Source: an optimization exercise on an open RTL-to-GDS flow (aim: small area, a short achievable clock period and few clock cycles). Production flows keep margins and buffers that such runs may drop. The RTL was checked by simulation tests, not by an equivalence proof against the original design. Power is estimated from default activity; no workload was simulated.

before:
==> flow/design.v (excerpt) <==
module array_list_engine
#(
    parameter int CAPACITY = ale_pkg::DEF_CAPACITY
)
(
    input  logic                                clk,
    input  logic                                rst_n,
    input  logic                                req_valid,
    output logic                                req_ready,
    input  logic [ale_pkg::OP_W-1:0]            req_op,
    input  logic signed [ale_pkg::VALUE_W-1:0]  req_value,
    input  logic [ale_pkg::POS_W-1:0]           req_position_in,
    output logic                                rsp_valid,
    input  logic                                rsp_ready,
    output logic                                rsp_ok,
    output logic [ale_pkg::POS_W-1:0]           rsp_position_out,
    output logic [ale_pkg::COUNT_W-1:0]         rsp_count_out
);
    localparam int N  = CAPACITY;
    localparam int VW = ale_pkg::VALUE_W;
    localparam int PW = ale_pkg::POS_W;
    localparam int CW = ale_pkg::COUNT_W;
    localparam int RW = 1 + PW + CW;
    logic                     a_v;
    logic [ale_pkg::OP_W-1:0] a_op;
    logic [VW-1:0]            a_val;
    logic [VW-1:0]            a_valn;      
    logic [PW-1:0]            a_pin;
    logic                     r_v;
  ...
Size in the first run: ~19000 cells after synthesis, roughly 4800 flip-flops, about 64 I/O pins, ~230000 µm² of cells after synthesis.
make LEC_CHECK=0 CAP_MARGIN=30 CORE_MARGIN=2 CORE_UTILIZATION=55 CTS_CLUSTER_DIAMETER=80 CTS_CLUSTER_SIZE=20 SETUP_SLACK_MARGIN=3.2 SLEW_MARGIN=40 SYNTH_HIERARCHICAL=1 SYNTH_MINIMUM_KEEP_SIZE=0 finish   # period 6.0 ns
run.sh (not shown) runs the stock make flow with config.mk's settings and CLKGATE_MAP_FILE= SYNTH_SCRIPT=/design/flow/synth_recipe.tcl, a recipe that flattens the netlist after the stock synthesis.
before: PASS, flow complete, no timing, DRC or antenna violations
Testbench counts of before, summed over its fixed seeds: cycles 4,832.
Modified inputs, after compared to before
--- a/flow/design.v
+++ b/flow/design.v
@@ -210,16 +210,12 @@
         ale_g_nor2 u_g (.a(n4[2*k]), .b(n4[2*k+1]), .y(a8[k]));
     end
     ale_g_nand3 u_n16a (.a(a8[0]), .b(a8[1]), .c(v), .y(n16[0]));
     ale_g_nand2 u_n16b (.a(a8[2]), .b(a8[3]), .y(n16[1]));
     ale_g_nor2  u_m    (.a(n16[0]), .b(n16[1]), .y(m));
 endmodule
-module ale_mtsel (input logic s1n, input logic s2n, input logic en, input logic r0,
-                  input logic r1, input logic ae, output logic y);
-    assign y = (!(s1n || s2n) || !en) ? r1 : (r0 || ae);
-endmodule
 `timescale 1ns / 1ps
 module array_list_engine
 #(
     parameter int CAPACITY = ale_pkg::DEF_CAPACITY
 )
 (
@@ -241,13 +237,12 @@
     localparam int PW = ale_pkg::POS_W;
     localparam int CW = ale_pkg::COUNT_W;
     localparam int RW = 1 + PW + CW;
     logic                     a_v;
     logic [ale_pkg::OP_W-1:0] a_op;
     logic [VW-1:0]            a_val;
-    logic [VW-1:0]            a_valn;      
     logic [PW-1:0]            a_pin;
     logic                     r_v;
     logic [ale_pkg::OP_W-1:0] r_op;
     logic [VW-1:0]            r_val;       
     logic [PW-1:0]            r_pin;
     logic [N-1:0]             r_dat;       
@@ -320,14 +315,13 @@
     end
     always_ff @(posedge clk)
     begin
         if (take)
         begin
             a_op  <= req_op;
-            a_val  <= req_value;
-            a_valn <= ~req_value;
+            a_val <= req_value;
             a_pin <= req_position_in;
         end
         if (adv)
         begin
             r_op  <= a_op;
             r_val <= (a_op == ale_pkg::OP_APPEND) ? a_val : '0;
@@ -444,54 +438,36 @@
             c_cnt <= cnt_next;
             c_pmn <= pmn;
         end
     end
     logic [N:0]     raw;
     logic           eqv;
+    logic [N-1:0]   mt_base;
     logic [N-1:0]   mt_next;
     for (genvar i = 0; i < N; i++)
     begin : g_eq
-        if (i < N / 2)
-        begin : g_lo
-            if (i % 2 == 0)
-            begin : g_e
-                ale_eq32  u_eq (.a(ent[i]), .b(a_val), .v(vld[i]), .m(raw[i]));
-            end
-            else
-            begin : g_o
-                ale_eq32n u_eq (.a(ent[i]), .bn(a_val), .v(vld[i]), .m(raw[i]));
-            end
+        if (i % 2 == 0)
+        begin : g_e
+            ale_eq32  u_eq (.a(ent[i]), .b(a_val), .v(vld[i]), .m(raw[i]));
         end
         else
-        begin : g_hi
-            if (i % 2 == 0)
-            begin : g_e
-                ale_eq32n u_eq (.a(ent[i]), .bn(a_valn), .v(vld[i]), .m(raw[i]));
-            end
-            else
-            begin : g_o
-                ale_eq32  u_eq (.a(ent[i]), .b(a_valn), .v(vld[i]), .m(raw[i]));
-            end
+        begin : g_o
+            ale_eq32n u_eq (.a(ent[i]), .bn(a_val), .v(vld[i]), .m(raw[i]));
         end
     end
     assign raw[N] = 1'b0;
     assign eqv = (r_val == a_val);    
-    logic [N-1:0]   sh_en;
-    logic [N-1:0]   ae;
     always_comb
     begin
         for (int i = 0; i < N; i++)
-        begin
-            sh_en[i] = !sh_e[i];
-            ae[i]    = do_app && at_cnt[i] && eqv;
-        end
+            mt_base[i] = sh_e[i] ? raw[i + 1] : ((do_app && at_cnt[i]) ? eqv : raw[i]);
     end
     for (genvar i = 0; i < N; i++)
     begin : g_mt
-        ale_mtsel u_mt (.s1n(sdel_n), .s2n(pmn[i]), .en(sh_en[i]), .r0(raw[i]),
-                        .r1(raw[i + 1]), .ae(ae[i]), .y(mt_next[i]));
+        ale_g_lmux u_mt (.s1n(sdel_n), .s2n(pmn[i]), .a(mt_base[i]), .b(raw[i + 1]),
+                         .y(mt_next[i]));
     end
     always_ff @(posedge clk)
     begin
         if (adv)
             mt <= mt_next;
     end
- Every run in the comparison, after and before, completed the flow with a clean layout.
- Compared with before, after shows total non-filler cell area in the finished layout that has gone up slightly.
- Diff before -> after: first-pass GRT wire length grew by 72 mm; sequential fraction of total cell area dropped 1.2 points; final count of pins violating max slew shows no meaningful change.
- Status: sequential power parity (before, after)
- Diff before -> after | area added between synthesis and finish | increase of 1.6 points
Testbench counts of after, summed over its fixed seeds: cycles 4,832.

==> what the ideal ports hide <==
The flow's constraints put no driver on any port. The routed layouts listed below were extracted and timed again, unchanged, in two steps. Step 1: set_driving_cell puts a clkbuf_16 on clk and a buf_2 on each other input, an assumption about the parent block. Step 2, shift: input delay + t, output delay - t, t = (earliest + latest rising clock arrival at the registers) / 2. This alone moves slack from input paths to output paths. Three values: ideal, step 1, step 2; two values: the first two.
| run | shift t [ns] | setup slack, ns | hold slack, ns | worst setup path after step 2 | worst register clock-pin slew, ns | cell pins on the clock port's net |
|---|---|---|---|---|---|---|
| before | 1.138 | 2.969 / 2.838 / 2.451 | 0.068 / 0.063 / 0.432 | input to register | 0.10 / 0.10 | 1 |
| after | 1.172 | 2.687 / 2.687 / 2.000 | 0.022 / -0.057 / 0.469 | input to register | 0.10 / 0.10 | 1 |
After both steps setup and hold are still met in every run listed. For after, which loses most, drivers alone change the setup slack by 0.000 ns; drivers and shift together by -0.687 ns.
